From an optimization exercise on the open Yosys and OpenROAD flow, aimed at small area, a short achievable clock period and few clock cycles; shortcuts taken in it are not production practice.
Only simulation tests tie the RTL to the original design; equivalence was not proved.

==> flow/design.v <==
package rte_pkg;
  localparam int unsigned TABLE_DEPTH = 16;
  localparam int unsigned RESULT_CAP  = 16;
  localparam int unsigned VIEW_MAX    = (TABLE_DEPTH < RESULT_CAP) ? TABLE_DEPTH : RESULT_CAP;
  localparam int unsigned IDX_W       = $clog2(TABLE_DEPTH);
  localparam int unsigned CNT_W       = $clog2(TABLE_DEPTH + 1);
  localparam int unsigned CMD_W    = 3;
  localparam int unsigned STATUS_W = 2;
  localparam int unsigned POS_W    = 4;
  localparam int unsigned COUNT_W  = 5;
  localparam logic [CMD_W-1:0] CMD_APPEND  = 3'd0;
  localparam logic [CMD_W-1:0] CMD_PREPEND = 3'd1;
  localparam logic [CMD_W-1:0] CMD_FIND    = 3'd2;
  localparam logic [CMD_W-1:0] CMD_REMOVE  = 3'd3;
  localparam logic [CMD_W-1:0] CMD_SORT    = 3'd4;
  localparam logic [CMD_W-1:0] CMD_VIEW    = 3'd5;
  localparam logic [STATUS_W-1:0] ST_OK        = 2'd0;
  localparam logic [STATUS_W-1:0] ST_NOT_FOUND = 2'd1;
  localparam logic [STATUS_W-1:0] ST_FULL      = 2'd2;
  localparam logic [STATUS_W-1:0] ST_EMPTY     = 2'd3;
  typedef struct packed {
    logic [31:0] id;
    logic [15:0] score;
    logic [7:0]  cls;
    logic [63:0] name;
  } record_t;
endpackage
module record_table_engine (
  input  logic        clk_i,
  input  logic        rst_ni,
  input  logic        in_valid_i,
  output logic        in_stall_o,
  input  logic [2:0]  cmd_i,
  input  logic [31:0] entry_id_i,
  input  logic [15:0] entry_score_i,
  input  logic [7:0]  entry_class_i,
  input  logic [63:0] entry_name_i,
  output logic        out_valid_o,
  input  logic        out_stall_i,
  output logic [1:0]  status_o,
  output logic [3:0]  position_o,
  output logic [31:0] out_id_o,
  output logic [15:0] out_score_o,
  output logic [7:0]  out_class_o,
  output logic [63:0] out_name_o,
  output logic [4:0]  count_o,
  output logic        last_o
);
  localparam int unsigned N = rte_pkg::TABLE_DEPTH;
  logic [119:0] tab_q [N];
  logic [4:0]   cnt_q, cnt_d;
  logic [N-1:0] vld_q, vld_d;         
  logic         stall_q, stall_d;
  logic         sort_q, sort_d;       
  logic         view_q, view_d;       
  logic         par_q;                
  logic [3:0]   vpos_q, vpos_d;       
  logic         rmp_q, rmp_d;         
  logic [N-1:0] rmk_q, rmk_d;         
  logic         sinit_q, sinit_d;     
  logic         ov_q, ov_d;
  logic [1:0]   ost_q;
  logic [3:0]   opos_q;
  logic [4:0]   ocnt_q;
  logic         olast_q;
  logic [119:0] orec_q;
  logic         sv_q, sv_d;
  logic [1:0]   sst_q;
  logic [3:0]   spos_q;
  logic [4:0]   scnt_q;
  logic         acc, ofree, push, vload, full;
  logic         is_app, is_pre, is_find, is_rem, is_sort, is_view;
  logic         f_app, f_pre, f_rem, sorting, viewing;
  logic [3:0]   vcur;
  logic         vis_last;
  logic [1:0]   r_st;
  logic [3:0]   r_pos;
  logic [4:0]   r_cnt;
  logic [N-1:0] idm, match, mpre;
  logic         any_match;
  logic [3:0]   mpos;
  logic [N-2:0] inv, swp;
  logic         sorted;
  logic [N:0]   vx;                   
  logic [119:0] in_rec, bus;
  logic [N-1:0] s_hold, s_bus, s_prev, s_next;
  function automatic logic score_gt(input logic [15:0] a, input logic [15:0] b);
    logic [15:0] g, e;
    g = a & ~b;
    e = ~(a ^ b);
    for (int w = 1; w < 16; w = w * 2) begin
      for (int k = 0; k < 16; k = k + 2 * w) begin
        g[k] = g[k + w] | (e[k + w] & g[k]);
        e[k] = e[k + w] & e[k];
      end
    end
    score_gt = g[0];
  endfunction
  assign acc     = in_valid_i && !stall_q;
  assign ofree   = !ov_q || !out_stall_i;
  assign full    = vld_q[N-1];
  assign is_app  = (cmd_i == rte_pkg::CMD_APPEND);
  assign is_pre  = (cmd_i == rte_pkg::CMD_PREPEND);
  assign is_find = (cmd_i == rte_pkg::CMD_FIND);
  assign is_rem  = (cmd_i == rte_pkg::CMD_REMOVE);
  assign is_sort = (cmd_i == rte_pkg::CMD_SORT);
  assign is_view = (cmd_i == rte_pkg::CMD_VIEW);
  assign f_app   = acc && is_app && !full;
  assign f_pre   = acc && is_pre && !full;
  assign f_rem   = acc && is_rem;
  assign sorting = sort_q || sinit_q || (acc && is_sort && !rmp_q);
  assign viewing = view_q || (acc && is_view && vld_q[0]);
  assign vload   = viewing && !sv_q && ofree && !rmp_q;
  assign vcur    = view_q ? vpos_q : 4'd0;
  assign vis_last = (5'(vcur) + 5'd1 == cnt_q);
  assign vx      = {1'b0, vld_q};
  always_comb begin
    for (int i = 0; i < N; i++)
      idm[i] = (tab_q[i][119:88] == entry_id_i);
    for (int i = 0; i < N; i++)
      match[i] = vld_q[i] && ((rmp_q && rmk_q[i]) ? ((i < N - 1) && idm[(i + 1) % N]) : idm[i]);
    mpre[0] = match[0];
    for (int i = 1; i < N; i++) mpre[i] = mpre[i-1] | match[i];
    any_match = mpre[N-1];
    mpos = '0;
    for (int i = N - 1; i >= 0; i--) if (match[i]) mpos = 4'(i);
    for (int i = 0; i < N - 1; i++) begin
      inv[i] = vld_q[i+1] && score_gt(tab_q[i+1][87:72], tab_q[i][87:72]);
      swp[i] = sorting && inv[i] && ((i % 2 == 0) == par_q);
    end
    sorted = ~|inv;
  end
  assign in_rec = {entry_id_i, entry_score_i, entry_class_i, entry_name_i};
  assign bus    = viewing ? tab_q[0] : in_rec;
  always_comb begin
    for (int i = 0; i < N; i++) begin
      s_bus[i]  = (f_app && !vld_q[i] && (i == 0 || vld_q[(i + N - 1) % N]))
               || (f_pre && i == 0)
               || (vload && vld_q[i] && !vx[i+1]);
      s_next[i] = (i < N - 1) && ((rmp_q && rmk_q[i] && !f_pre && !s_bus[i])
                                  || swp[i % (N - 1)] || (vload && vx[i+1]));
      s_prev[i] = (i > 0) && ((f_pre && !(rmp_q && rmk_q[(i + N - 1) % N]))
                              || swp[(i + N - 2) % (N - 1)]);
      s_hold[i] = !(s_next[i] || s_prev[i] || s_bus[i]);
    end
  end
  for (genvar i = 0; i < N; i++) begin : g_ent
    rte_entry u_ent (
      .clk_i  (clk_i),
      .hold_i (s_hold[i]),
      .bus_i  (s_bus[i]),
      .prev_i (s_prev[i]),
      .next_i (s_next[i]),
      .bus_d  (bus),
      .prev_d (tab_q[(i + N - 1) % N]),
      .next_d (tab_q[(i + 1) % N]),
      .q_o    (tab_q[i])
    );
  end
  always_comb begin
    cnt_d  = cnt_q;
    vld_d  = vld_q;
    r_st   = rte_pkg::ST_OK;
    r_pos  = '0;
    r_cnt  = cnt_q;
    push   = acc && !(is_view && vld_q[0]);
    if ((is_app || is_pre) && full) r_st = rte_pkg::ST_FULL;
    if ((is_find || is_rem) && !any_match) r_st = rte_pkg::ST_NOT_FOUND;
    if (is_view) r_st = rte_pkg::ST_EMPTY;
    if (is_find && any_match) r_pos = mpos;
    if (f_app || f_pre) begin
      cnt_d = cnt_q + 5'd1;
      vld_d = {vld_q[N-2:0], 1'b1};
    end else if (f_rem && any_match) begin
      cnt_d = cnt_q - 5'd1;
      vld_d = {1'b0, vld_q[N-1:1]};
    end
    if ((is_app || is_pre) && !full) r_cnt = cnt_q + 5'd1;
    if (is_rem && any_match)         r_cnt = cnt_q - 5'd1;
    rmp_d   = f_rem && any_match;
    rmk_d   = mpre;
    sinit_d = acc && is_sort && rmp_q;
    sort_d  = sorting && !sorted;
    view_d = viewing && !(vload && vis_last);
    vpos_d = vload ? vcur + 4'd1 : vcur;
    if (!viewing) vpos_d = vpos_q;
  end
  assign sv_d    = !ofree && (sv_q || push);
  assign ov_d    = ofree ? (push || sv_q || vload) : 1'b1;
  assign stall_d = sort_d || sinit_d || view_d || sv_d;
  always_ff @(posedge clk_i) begin
    rmk_q <= rmk_d;
  end
  always_ff @(posedge clk_i) begin
    if (ofree) begin
      if (sv_q) begin
        ost_q   <= sst_q;
        opos_q  <= spos_q;
        ocnt_q  <= scnt_q;
        olast_q <= 1'b1;
        orec_q  <= '0;
      end else if (vload) begin
        ost_q   <= rte_pkg::ST_OK;
        opos_q  <= vcur;
        ocnt_q  <= cnt_q;
        olast_q <= vis_last;
        orec_q  <= tab_q[0];
      end else begin
        ost_q   <= r_st;
        opos_q  <= r_pos;
        ocnt_q  <= r_cnt;
        olast_q <= 1'b1;
        orec_q  <= '0;
      end
    end
    if (push) begin
      sst_q  <= r_st;
      spos_q <= r_pos;
      scnt_q <= r_cnt;
    end
  end
  always_ff @(posedge clk_i or negedge rst_ni) begin
    if (!rst_ni) begin
      cnt_q   <= '0;
      vld_q   <= '0;
      stall_q <= 1'b0;
      sort_q  <= 1'b0;
      view_q  <= 1'b0;
      par_q   <= 1'b0;
      vpos_q  <= '0;
      rmp_q   <= 1'b0;
      sinit_q <= 1'b0;
      ov_q    <= 1'b0;
      sv_q    <= 1'b0;
    end else begin
      cnt_q   <= cnt_d;
      vld_q   <= vld_d;
      stall_q <= stall_d;
      sort_q  <= sort_d;
      view_q  <= view_d;
      par_q   <= par_q ^ sorting;
      vpos_q  <= vpos_d;
      rmp_q   <= rmp_d;
      sinit_q <= sinit_d;
      ov_q    <= ov_d;
      sv_q    <= sv_d;
    end
  end
  assign in_stall_o  = stall_q;
  assign out_valid_o = ov_q;
  assign status_o    = ost_q;
  assign position_o  = opos_q;
  assign count_o     = ocnt_q;
  assign last_o      = olast_q;
  assign {out_id_o, out_score_o, out_class_o, out_name_o} = orec_q;
endmodule
module rte_entry (
  input  logic         clk_i,
  input  logic         hold_i,
  input  logic         bus_i,
  input  logic         prev_i,
  input  logic         next_i,
  input  logic [119:0] bus_d,
  input  logic [119:0] prev_d,
  input  logic [119:0] next_d,
  output logic [119:0] q_o
);
  always_ff @(posedge clk_i) begin
    q_o <= ({120{hold_i}} & q_o)
         | ({120{bus_i}}  & bus_d)
         | ({120{prev_i}} & prev_d)
         | ({120{next_i}} & next_d);
  end
endmodule
clock: 6.0 ns
lec_check: 0
cap_margin: 40
core_margin: 2
core_utilization: 55
cts_buf_list: sky130_fd_sc_hd__clkbuf_4
setup_slack_margin: 2.0
slew_margin: 40
synth_hierarchical: 1
tns_end_percent: 20
standard.sh (not shown) runs the stock make flow with config.mk's settings and CLKGATE_MAP_FILE= SYNTH_SCRIPT=/design/flow/synth_recipe.tcl, a recipe that flattens the netlist after the stock synthesis.
==> flow/flow/run.sh <==
#!/bin/bash
# Layout flow: the standard layout (standard.sh, the ORFS flow from the
# standard synthesis to the final DEF), with one change: buffer_ports puts a
# plain buffer (buf_4) on every input and output port instead of the delay
# cell it picks by default.  Each ORFS step keeps its own log under
# orfs/logs/; make's own output goes to standard.log here.
set -euo pipefail
export BUFFER_PORTS_ARGS="-buffer_cell sky130_fd_sc_hd__buf_4"
bash standard.sh > standard.log 2>&1
Testbench counts at the start, summed over its fixed seeds: cycles 9,680.
Edit:
Settings changed: CAP_MARGIN 40 to 20, SLEW_MARGIN 40 to 20.
Effect: Global-route usage falls by 0.38 points. Count of clock-buffer cells in the layout rises by 23. Cell area falls by 1.5%.

separate check: timing with driven ports:
In the flow no input, the clock included, has a driving cell. The finished layouts below were timed again as built, in two steps. Step 1 assumes that a clkbuf_16 drives the clock port and a buf_2 every other input. Step 2 adds t to the input delays and takes it off the output delays; t is the mean of the earliest and latest rising clock arrival at the registers after step 1. Input paths then give back, and output paths get back, about the clock's delay inside the block. a / b / c = ideal / step 1 / step 2; a / b = the first two.
| run | shift t [ns] | setup slack, ns | slew at the worst register clock pin (ns) |
|---|---|---|---|
| the first run | 1.545 | 1.836 / 1.836 / 0.727 | 0.08 / 0.08 |
| the second run | 1.579 | 1.795 / 1.795 / 0.707 | 0.08 / 0.08 |
After both steps every run listed still meets setup and hold. For the first run, which loses most, drivers alone change the setup slack by 0.000 ns; drivers and shift together by -1.109 ns.
